This is an optimization exercise on Yosys and OpenROAD, whose aim is small area, a short achievable clock period and few clock cycles per item, not a production implementation. In this exercise RTL edits were held to simulation tests only and were not proved equivalent to the original.

==> flow/design.v (excerpt) <==
module barometer_pressure_compensation_unit (
    input  wire logic        clk,
    input  wire logic        rst_n,
    input  wire logic        s_tvalid,
    output logic             s_tready,
    input  wire logic [23:0] s_tdata,
    output logic             m_tvalid,
    input  wire logic        m_tready,
    output logic [23:0]      m_tdata,
    output logic [0:0]       m_tuser,
    input  wire logic        cfg_we,
    input  wire logic [bpc_pkg::CFG_ADDR_BITS-1:0] cfg_addr,
    input  wire logic [bpc_pkg::COEF_BITS-1:0]     cfg_wdata
);
Size in the first run: ~74 I/O pins, about 29000 µm² of cells after synthesis.
clock: 7.5 ns
lec_check: 0
abc_area: 1
cap_margin: 20
core_margin: 2
core_utilization: 40
cts_buf_list: sky130_fd_sc_hd__clkbuf_4
setup_slack_margin: 2.6
slew_margin: 20
standard.sh (not shown) runs the stock make flow with config.mk's settings and CLKGATE_MAP_FILE= SYNTH_SCRIPT=/design/flow/synth_recipe.tcl, a recipe that flattens the netlist after the stock synthesis.
==> flow/flow/run.sh <==
#!/bin/bash
# The standard layout, with one step added between synthesis and floorplan:
# polarity.py removes inverters around the full-adder cells of the synthesized
# netlist (a full adder complements both outputs when its three inputs are
# complemented, so each fa cell can take its inputs in whichever polarity needs
# fewer inverters), and gives each fa cell's latest-arriving input its carry
# input pin, the fastest of the three (the cell is symmetric in them). Registers, cells other than inverters and every other step
# are the standard flow's, except that the ports are buffered with buf_2 cells
# (BUFFER_PORTS_ARGS) rather than the slow delay-buffer cell the resizer picks.
set -euo pipefail
res=orfs/results/${FLOW_PLATFORM}/barometer_pressure_compensation_unit/base
bash standard.sh synth > standard_synth.log 2>&1
cp "$res/1_2_yosys.v" synth_netlist.v
python3 flow/polarity.py synth_netlist.v "$res/1_2_yosys.v" > polarity.log 2>&1
touch "$res/1_2_yosys.v"
bash standard.sh "BUFFER_PORTS_ARGS=-buffer_cell sky130_fd_sc_hd__buf_2" finish > standard_finish.log 2>&1
Other scripts of this flow, unchanged in this note and not shown: flow/flow/polarity.py
The baseline finished clean.
Testbench counts at the start, summed over its fixed seeds: cycles 12,032, items 12,000.
Rerun with:
--- a/flow/config.mk
+++ b/flow/config.mk
@@ -13 +13 @@
-export SETUP_SLACK_MARGIN = 2.6
+export SETUP_SLACK_MARGIN = 2.5
After rerunning: Clock-buffer cell count grows by 4; final area shrinks by 2.3%; first-iteration DRC count shrinks by 8.9%.
Rerun with:
--- a/flow/config.mk
+++ b/flow/config.mk
@@ -12 +11,0 @@
-export CTS_BUF_LIST = sky130_fd_sc_hd__clkbuf_4
What happened: Global-route usage barely changes. Final cell count decreases by 2.0%. Worst hold slack is better by 4.0 ps. Wire length falls by 0.43%. Critical path depth is unchanged.
Rerun with:
--- a/flow/config.mk
+++ b/flow/config.mk
@@ -11,0 +12,2 @@
+export CTS_BUF_LIST = sky130_fd_sc_hd__clkbuf_4
+export PLACE_DENSITY = 0.75
Result:
- area after synthesis does not change
- fmax drops slightly
- via count climbs by a few percent
- global-route usage drops by 1.1 points
- worst setup slack got worse by 67 ps
- final area stays flat
- register-to-register slack got worse by 70 ps
- clock-buffer cell count climbs by 64
Rerun with:
--- a/flow/config.mk
+++ b/flow/config.mk
@@ -12,3 +12 @@
-export CTS_BUF_LIST = sky130_fd_sc_hd__clkbuf_4
-export PLACE_DENSITY = 0.75
-export SETUP_SLACK_MARGIN = 2.5
+export SETUP_SLACK_MARGIN = 2.2
First-iteration DRC count shrinks by 30%.
Wire length shrinks by 0.62%.
Area after synthesis is unchanged.
Worst setup slack got worse by 170 ps.
Rerun with:
--- a/flow/config.mk
+++ b/flow/config.mk
@@ -8 +7,0 @@
-export ABC_AREA = 1
@@ -12 +11,2 @@
-export SETUP_SLACK_MARGIN = 2.2
+export CTS_BUF_LIST = sky130_fd_sc_hd__clkbuf_4
+export SETUP_SLACK_MARGIN = 2.5
After rerunning: Core utilization grows by 2.0 points. Setup slack improved by 35 ps. Die area grows by a few percent.


run A:
Starting RTL as in the previous note.
==> flow/config.mk <==
export PLATFORM = sky130hd
export DESIGN_NAME = barometer_pressure_compensation_unit
export DESIGN_NICKNAME = barometer_pressure_compensation_unit
export VERILOG_FILES = /design/flow/design.v
export SDC_FILE = /design/flow/constraint.sdc
export NUM_CORES = 4
export LEC_CHECK = 0
export ABC_AREA = 1
export CAP_MARGIN = 20
export CORE_MARGIN = 2
export CORE_UTILIZATION = 40
export CTS_CLUSTER_DIAMETER = 60
export CTS_CLUSTER_SIZE = 30
export SETUP_SLACK_MARGIN = 2.5
export SLEW_MARGIN = 20
==> flow/constraint.sdc <==
create_clock -name core_clock -period 7.5 [get_ports {clk}]
set_input_delay 1.5000 -clock core_clock [delete_from_list [all_inputs] [get_ports {clk}]]
set_output_delay 1.5000 -clock core_clock [all_outputs]
set_load 0.01 [all_outputs]
Scripts as last shown in full above: flow/flow/run.sh
Other scripts of this flow, unchanged in this note and not shown: flow/flow/polarity.py
The flow did not stop early for run A: all stages ran, and the layout cleared the timing, DRC and antenna checks.
Testbench counts of run A, summed over its fixed seeds: cycles 12,032, items 12,000.
### run A -> run B
- removing CTS_CLUSTER_DIAMETER (formerly 60)
- removing CTS_CLUSTER_SIZE (formerly 30)
- changing SETUP_SLACK_MARGIN from 2.5 to 2.8
==> run notes <==
Summary of run B over run A: final setup skew flat; post-route worst setup slack grew by 33 ps.
Run A → run B: post-detailed-placement half-perimeter wirelength dropped 0.80%, post-synthesis to final-layout area growth increased 7.0 points, total of cells resized after clock tree synthesis now larger.
What run C does differently from run B at the input level:
- an added CTS_BUF_LIST of sky130_fd_sc_hd__clkbuf_4
- a change of SLEW_MARGIN from 20 to 5
- a change of CAP_MARGIN from 20 to 5
- a change of SETUP_SLACK_MARGIN from 2.8 to 2.5
==> run notes <==
Run B and run C ended up with roughly the same layout sequential cell count.
Buffers plus inverters on the worst setup path was higher in run B than in run C.
Compared with run B, in run C post-layout minimum cycle time moved down; global-route usage level; total half-perimeter wirelength after legalization and detailed placement moved up.
Comparing run C and run B, the higher cell area is on run B.
Depth of the worst register-to-register path was higher in run B than in run C.
#### Input delta (run D over run C)
- swapping 5 for 20 in CAP_MARGIN
- swapping 5 for 20 in SLEW_MARGIN
- swapping sky130_fd_sc_hd__clkbuf_4 for sky130_fd_sc_hd__clkbuf_8 in CTS_BUF_LIST
==> run notes <==
Diff run C..run D | global-route usage | negligible. Side by side, setup slack turned out lower in run D than in run C. Final core area utilization of run C is on par with run D. Wire length of the first global-routing pass delta (run C -> run D): insignificant. Between run C and run D, the number of standard cells after synthesis figures differ only marginally. Run C → run D: sum of routed wire length over all layers fell by 0.80%; time the worst path needs with I/O delays and setup +22 ps; register clock-pin slew on the reported worst setup and hold paths essentially unchanged; final standard cell area without fillers neither gained nor lost much. Run D: all stages complete, timing, DRC and antenna checks passed. Sequential share of cell area essentially unchanged between run D and run C.
## Diff of input files: run E against run D
- GPL_TIMING_DRIVEN: unset -> 1
- CTS_BUF_LIST: sky130_fd_sc_hd__clkbuf_8 -> sky130_fd_sc_hd__clkbuf_4
## What came out
- Diff run E..run D | non-clock buffering overhead in the final layout | negligible
- Delta (run E minus run D): non-clock buffer count moved up, highest achievable clock rate moved up, wire length reported by the detailed router moved up.
- The setup slack of run E is larger than that of run D.

-- port drivers added, routing unchanged --
Ports are ideal in the flow. The routed layouts listed here were re-timed in OpenROAD.
Step 1 (the two cells are an assumption about what drives the block):
set clk [get_ports {clk}]
set_driving_cell -lib_cell sky130_fd_sc_hd__clkbuf_16 $clk
set_driving_cell -lib_cell sky130_fd_sc_hd__buf_2 [delete_from_list [all_inputs] $clk]
Step 2 also shifts input and output timing later by t, the mid clock arrival at the registers, as if the neighbouring blocks saw the same clock.
a / b / c = no drivers / after step 1 / after step 2; a / b = the first two.
| run | shift t [ns] | slack for setup (ns) | worst hold slack (ns) |
|---|---|---|---|
| the first run of note 1 | 0.883 | 2.636 / 2.636 / 2.636 | 0.412 / 0.412 / 0.412 |
| the second run of note 1 | 0.868 | 2.632 / 2.632 / 2.632 | 0.402 / 0.402 / 0.402 |
| the third run of note 1 | 0.617 | 2.574 / 2.574 / 2.574 | 0.407 / 0.407 / 0.407 |
| the fourth run of note 1 | 0.839 | 2.507 / 2.507 / 2.507 | 0.365 / 0.365 / 0.365 |
| the fifth run of note 1 | 0.621 | 2.334 / 2.334 / 2.334 | 0.414 / 0.414 / 0.414 |
| the sixth run of note 1 | 0.904 | 2.368 / 2.368 / 2.368 | 0.416 / 0.416 / 0.416 |
| run A | 0.641 | 2.594 / 2.594 / 2.594 | 0.418 / 0.418 / 0.418 |
| run B | 0.601 | 2.628 / 2.628 / 2.628 | 0.411 / 0.411 / 0.411 |
| run C | 0.868 | 2.632 / 2.632 / 2.632 | 0.402 / 0.402 / 0.402 |
| run D | 0.695 | 2.610 / 2.610 / 2.610 | 0.402 / 0.402 / 0.402 |
| run E | 0.868 | 2.632 / 2.632 / 2.632 | 0.402 / 0.402 / 0.402 |
After both steps setup and hold are still met in every run listed.
